Context: an optimization exercise on an open-source flow, tuned for small area and a short achievable clock period. The choices shown serve that exercise and are no tape-out recipe. RTL that was checked went through simulation tests only; none was proved equivalent to the original. Power is estimated from default activity; no workload was simulated.

Setup of job 102:
==> flow/design.v (excerpt) <==
module conv3x3_pe #(
    parameter int SHIFT = 4,
    parameter int ACC_W = 21
) (
    input  logic         clk,
    input  logic         rst,
    input  logic [7:0]   p00,
    input  logic [7:0]   p01,
    input  logic [7:0]   p02,
    input  logic [7:0]   p10,
    input  logic [7:0]   p11,
    input  logic [7:0]   p12,
    input  logic [7:0]   p20,
    input  logic [7:0]   p21,
    input  logic [7:0]   p22,
    input  logic         window_valid,
    input  logic         w_load,
    input  logic [3:0]   w_idx,
    input  logic [7:0]   w_data,
    output logic [7:0]   out_pixel,
    output logic         out_valid,
    output logic [15:0]  out_count
);
    logic [7:0]  px_q [0:8];
    logic [11:0] kb_q [0:8];
    logic [7:0]  bias_q;
    logic [11:0] wenc;
    logic        v1_q, v2_q, v3_q;
    logic        wl_q;
    logic [3:0]  wi_q;
    logic [7:0]  wd_q;
    logic [88:0] r2_q;
    logic [19:0] acc_a, acc_b;
    logic [15:0] cnt_q;
    logic t1, t2, t3, t4, t5, t6, t7, t8, t9, t10, t11, t12, t13, t14, t15, t16;
    logic t17, t18, t19, t20, t21, t22, t23, t24, t25, t26, t27, t28, t29, t30, t31, t32;
    logic t33, t34, t35, t36, t37, t38, t39, t40, t41, t42, t43, t44, t45, t46, t47, t48;
    logic t49, t50, t51, t52, t53, t54, t55, t56, t57, t58, t59, t60, t61, t62, t63, t64;
    logic t65, t66, t67, t68, t69, t70, t71, t72, t73, t74, t75, t76, t77, t78, t79, t80;
    logic t81, t82, t83, t84, t85, t86, t87, t88, t89, t90, t91, t92, t93, t94, t95, t96;
    logic t97, t98, t99, t100, t101, t102, t103, t104, t105, t106, t107, t108, t109, t110, t111, t112;
    logic t113, t114, t115, t116, t117, t118, t119, t120, t121, t122, t123, t124, t125, t126, t127, t128;
  ...
For scale: about 2200 cells after synthesis, ~340 flip-flops, about 110 I/O pins, roughly 0.024 mm^2 of cells after synthesis.
clock: 5.5 ns
lec_check: 0
abc_clock_period_in_ps: 2000
cap_margin: 20
core_margin: 2
core_utilization: 55
cts_cluster_diameter: 120
cts_cluster_size: 20
place_density: 0.7
setup_slack_margin: 2.3
slew_margin: 20
synth_hierarchical: 1
synth_minimum_keep_size: 0
standard.sh (not shown) runs the stock make flow with config.mk's settings and CLKGATE_MAP_FILE= SYNTH_SCRIPT=/design/flow/synth_recipe.tcl, a recipe that flattens the netlist after the stock synthesis.
==> flow/flow/run.sh <==
#!/bin/bash
# Own flow: the standard layout (standard.sh: the standard synthesis and
# ORFS steps, unchanged), except that the port buffers buffer_ports inserts
# during global placement are plain buf_1 cells instead of the default pick.
set -euo pipefail
export BUFFER_PORTS_ARGS="-buffer_cell sky130_fd_sc_hd__buf_1"
bash standard.sh > standard_flow.log 2>&1
Job 102 did not stop at any stage, and its layout met the timing, DRC and antenna checks.
Inputs modified between job 102 and job 104:
- CTS_CLUSTER_SIZE: 20 -> 24
- SETUP_SLACK_MARGIN: 2.3 -> 2.5
- CTS_CLUSTER_DIAMETER: 120 -> 130
[summary]
On job 104: share of the clock period used by the worst path after layout is 0.48 points higher than what job 102 gave.
Compared with job 102, job 104 ends up with a larger final cell area.
Summary of job 104 over job 102: total detailed-routing wirelength went up by 3.3%; latest clock arrival within the worst-skew pair barely changed.
Re total power: job 104 is 0.34% down on job 102.
Of job 104 and job 102, the higher overall via count from detail_route belongs to job 104.
Worst vdd rail ir drop delta for job 104 relative to job 102: about 37% higher

========
Another version of the RTL of conv3x3_pe (not shown whole).
For scale: about 290 flip-flops, ~110 I/O pins, roughly 0.023 mm2 of cells after synthesis.
==> flow/config.mk <==
export PLATFORM = sky130hd
export DESIGN_NAME = conv3x3_pe
export DESIGN_NICKNAME = conv3x3_pe
export VERILOG_FILES = /design/flow/design.v
export SDC_FILE = /design/flow/constraint.sdc
export NUM_CORES = 4
export LEC_CHECK = 0
export ABC_CLOCK_PERIOD_IN_PS = 2000
export CAP_MARGIN = 20
export CORE_MARGIN = 2
export CORE_UTILIZATION = 40
export SETUP_SLACK_MARGIN = 2.1
export SLEW_MARGIN = 20
export SYNTH_HIERARCHICAL = 1
export SYNTH_MINIMUM_KEEP_SIZE = 0
==> flow/constraint.sdc <==
create_clock -name core_clock -period 5.5 [get_ports {clk}]
set_input_delay 1.1000 -clock core_clock [delete_from_list [all_inputs] [get_ports {clk}]]
set_output_delay 1.1000 -clock core_clock [all_outputs]
set_load 0.01 [all_outputs]
Scripts as last shown in full above: flow/flow/run.sh
==> next run, changes <==
SETUP_SLACK_MARGIN = 1.4   (was 2.1)
Result: Area after synthesis is unchanged; critical path depth does not change; setup slack loses 0.24 ns; via count decreases slightly.
Function was not checked in any run of this note: the RTL went through the layout flow alone.

afterwards: timing with drivers on the ports:
The flow's constraints put no driver on any port. The routed layouts listed below were extracted and timed again, unchanged, in two steps. Step 1 sets driving cells, clkbuf_16 on the clock port and buf_2 on the other inputs (assumed; they add their load-dependent delay and slew). Step 2 also shifts input and output timing later by t, the mid clock arrival at the registers, as if the neighbouring blocks saw the same clock. Three values: no drivers, after step 1, after step 2; two values: the first two.
run	t (ns)	setup slack, ns	worst setup path at the end
job 102	0.611	2.292 / 2.254 / 2.292	register to register
job 104	0.601	2.265 / 2.265 / 2.265	register to register
the first run of note 2	0.607	1.888 / 1.835 / 2.139	register to register
the second run of note 2	0.611	1.646 / 1.591 / 1.682	register to register
After both steps setup and hold are still met in every run listed.
